Source: an optimization exercise on an open RTL-to-GDS flow (aim: small area). Production flows keep margins and buffers that such runs may drop.
At most, simulation tests tie the RTL to the original design; equivalence was not proved.
Power and IR drop assume default switching activity.

## red
==> flow/design.v (excerpt) <==
module bus_sniffer (
  input  logic                clk_i,
  input  logic                rst_ni,
  input  logic                instr_req_i,
  input  sniffer_pkg::addr_t  instr_addr_i,
  input  sniffer_pkg::data_t  instr_wdata_i,
  input  sniffer_pkg::be_t    instr_be_i,
  input  logic                instr_we_i,
  input  logic                instr_rvalid_i,
  input  sniffer_pkg::data_t  instr_rdata_i,
  input  logic                instr_gnt_i,
  input  logic                data_req_i,
  input  sniffer_pkg::addr_t  data_addr_i,
  input  sniffer_pkg::data_t  data_wdata_i,
  input  sniffer_pkg::be_t    data_be_i,
  input  logic                data_we_i,
  input  logic                data_rvalid_i,
  input  sniffer_pkg::data_t  data_rdata_i,
  input  logic                data_gnt_i,
  output logic                sniffer_tdo_o,
  output logic                sniffer_valid_o
);
  logic   push;
  sniffer_pkg::entry_t cap_entry;
  sniffer_pkg::ts_t    ts;
  logic   pop;
  logic   release_head;
  logic   load0;
  logic   release_head_next;
  logic   empty;
  sniffer_pkg::entry_t head_entry;
  event_capture u_capture (
    .clk_i     (clk_i),
    .rst_ni    (rst_ni),
    .instr_req_i(instr_req_i),
    .instr_addr_i(instr_addr_i),
    .instr_wdata_i(instr_wdata_i),
    .instr_be_i(instr_be_i),
    .instr_we_i(instr_we_i),
    .instr_rvalid_i(instr_rvalid_i),
    .instr_rdata_i(instr_rdata_i),
    .instr_gnt_i(instr_gnt_i),
    .data_req_i(data_req_i),
    .data_addr_i(data_addr_i),
    .data_wdata_i(data_wdata_i),
    .data_be_i (data_be_i),
    .data_we_i (data_we_i),
    .data_rvalid_i(data_rvalid_i),
    .data_rdata_i(data_rdata_i),
    .data_gnt_i(data_gnt_i),
    .load_i    (load0),
    .push_o    (push),
    .entry_o   (cap_entry),
    .ts_o      (ts)
  );
  frame_fifo #(
    .Depth (16)
  ) u_fifo (
    .clk_i   (clk_i),
    .rst_ni  (rst_ni),
    .push_i    (push),
    .entry_i   (cap_entry),
    .pop_i     (pop),
    .release_i (release_head),
    .release_next_i (release_head_next),
    .load0_o   (load0),
    .head_o    (head_entry),
    .empty_o   (empty)
  );
  frame_serializer u_serializer (
    .clk_i           (clk_i),
  ...
clock: 5.0 ns
lec_check: 0
cap_margin: 20
core_margin: 2
core_utilization: 72
cts_buf_list: sky130_fd_sc_hd__clkbuf_4 sky130_fd_sc_hd__clkbuf_8
cts_cluster_diameter: 60
cts_cluster_size: 20
place_density: 0.8
slew_margin: 20
standard.sh (not shown) runs the stock make flow with config.mk's settings and CLKGATE_MAP_FILE= SYNTH_SCRIPT=/design/flow/synth_recipe.tcl, a recipe that flattens the netlist after the stock synthesis.
==> flow/flow/run.sh <==
#!/bin/bash
# The standard layout (the standard.sh: standard synthesis, floorplan,
# power grid, placement, CTS, routing), with options the flow settings
# cannot reach:
#  - port buffers are the smallest buffer, buf_1, instead of the delay cell
#    buffer_ports picks by default (every port still gets its own buffer)
#  - CTS (same clustering and buffers as config.mk's CTS settings) without
#    dummy loads; the tree is still an H-tree balanced by CTS
# Each tool's output goes to the ORFS logs under orfs/logs/; make's own
# output is kept in flow_make.log here.
set -euo pipefail
cd "$(dirname "$0")/.."
export CTS_ARGS="-sink_clustering_enable -repair_clock_nets -dont_use_dummy_load -sink_clustering_size 20 -sink_clustering_max_diameter 60 -buf_list {sky130_fd_sc_hd__clkbuf_4 sky130_fd_sc_hd__clkbuf_8}"
export BUFFER_PORTS_ARGS="-buffer_cell sky130_fd_sc_hd__buf_1"
bash standard.sh finish > flow_make.log 2>&1
red finished every stage and its layout cleared the timing, design-rule and antenna checks.
Setup changes, red to blue
- PLACE_DENSITY now 0.75, was 0.8
- CORE_UTILIZATION now 65, was 72
--- outcome ---
From red to blue the numbers moved as follows: met3 routing resource usage after global routing fell by 1.2 points, power density over cell area shows a reduction of about 0.4%, clock skew up 48 ps. Going from red to blue, critical path data required time held; largest driver fanout on the critical path went down about 54%. When blue is measured against red, its core utilization turns out 6.5 points lower.
Function was not checked in any run of this note: the RTL went through the layout flow alone.

---

bus_sniffer, a different RTL version from the one above (not shown whole).
Size in the first run: ~3,900 cells after synthesis, ~1,500 flip-flops, about 210 I/O pins, roughly 0.048 sq mm of cells after synthesis.
export LEC_CHECK = 0
export CAP_MARGIN = 5
export CORE_MARGIN = 2
export CORE_UTILIZATION = 70
export GPL_TIMING_DRIVEN = 0
export PLACE_DENSITY = 0.8
export SLEW_MARGIN = 5
create_clock -name core_clock -period 5.0 [get_ports {clk_i}]
Scripts as last shown in full above: flow/flow/run.sh
Next try:
--- a/flow/config.mk
+++ b/flow/config.mk
@@ -9,5 +9,4 @@
 export CORE_MARGIN = 2
 export CORE_UTILIZATION = 70
-export GPL_TIMING_DRIVEN = 0
 export PLACE_DENSITY = 0.8
 export SLEW_MARGIN = 5
Outcome:
- clock power came out lower by about 1%
- total power is about the same
- sequential share of layout area came out higher by 1.2 points
- register-to-register slack gets better by 330 ps
Next try:
--- a/flow/config.mk
+++ b/flow/config.mk
@@ -6,7 +6,10 @@
 export NUM_CORES = 4
 export LEC_CHECK = 0
-export CAP_MARGIN = 5
+export CAP_MARGIN = 20
 export CORE_MARGIN = 2
-export CORE_UTILIZATION = 70
-export PLACE_DENSITY = 0.8
-export SLEW_MARGIN = 5
+export CORE_UTILIZATION = 65
+export CTS_BUF_LIST = sky130_fd_sc_hd__clkbuf_4 sky130_fd_sc_hd__clkbuf_8
+export CTS_CLUSTER_DIAMETER = 60
+export CTS_CLUSTER_SIZE = 20
+export PLACE_DENSITY = 0.75
+export SLEW_MARGIN = 20
Sequential cell count is unchanged. Sequential power stays flat. Via count shrinks by 1.3%. Clock skew came out higher by 14 ps.
Next try:
--- a/flow/config.mk
+++ b/flow/config.mk
@@ -8,8 +8,8 @@
 export CAP_MARGIN = 20
 export CORE_MARGIN = 2
-export CORE_UTILIZATION = 65
+export CORE_UTILIZATION = 72
 export CTS_BUF_LIST = sky130_fd_sc_hd__clkbuf_4 sky130_fd_sc_hd__clkbuf_8
 export CTS_CLUSTER_DIAMETER = 60
 export CTS_CLUSTER_SIZE = 20
-export PLACE_DENSITY = 0.75
+export PLACE_DENSITY = 0.8
 export SLEW_MARGIN = 20
Final cell count went down by 2.0%.
Die area drops by 9.6%.
Clock-buffer cell count falls by 4.
Total power hardly moves.

separate check: timing with driven ports:
No port has a modelled driver above. Below, the same layouts with a new extraction and two added sets of constraints. Step 1: set_driving_cell puts a clkbuf_16 on clk_i and a buf_2 on each other input, an assumption about the parent block. Step 2 times the ports against the registers' clock, not the clock port: input delays grow and output delays shrink by t, the midpoint of the rising clock arrivals with the driver on. Slacks: ideal ports / drivers / drivers and shift; pairs: ideal ports / drivers.
run | t (ns) | slack for setup (ns) | hold WS [ns] | worst setup path at the end | pins driven straight from the clock port
red | 0.748 | 1.113 / 1.113 / 1.113 | 0.234 / 0.196 / 0.383 | register to register | 1
blue | 0.744 | 1.218 / 1.218 / 1.218 | 0.303 / 0.280 / 0.383 | register to register | 1
the first run of note 2 | 0.744 | 0.921 / 0.921 / 0.913 | 0.130 / 0.092 / 0.425 | input to register | 1
the second run of note 2 | 0.742 | 1.246 / 1.246 / 1.246 | 0.101 / 0.065 / 0.449 | register to register | 1
the third run of note 2 | 0.750 | 1.181 / 1.181 / 1.181 | 0.137 / 0.099 / 0.441 | register to register | 1
the fourth run of note 2 | 0.738 | 1.096 / 1.096 / 1.096 | 0.252 / 0.220 / 0.454 | register to register | 1
After both steps every run listed still meets setup and hold. The setup slack of the first run of note 2, which loses most, moves by 0.000 ns with the drivers and by -0.008 ns with both steps.
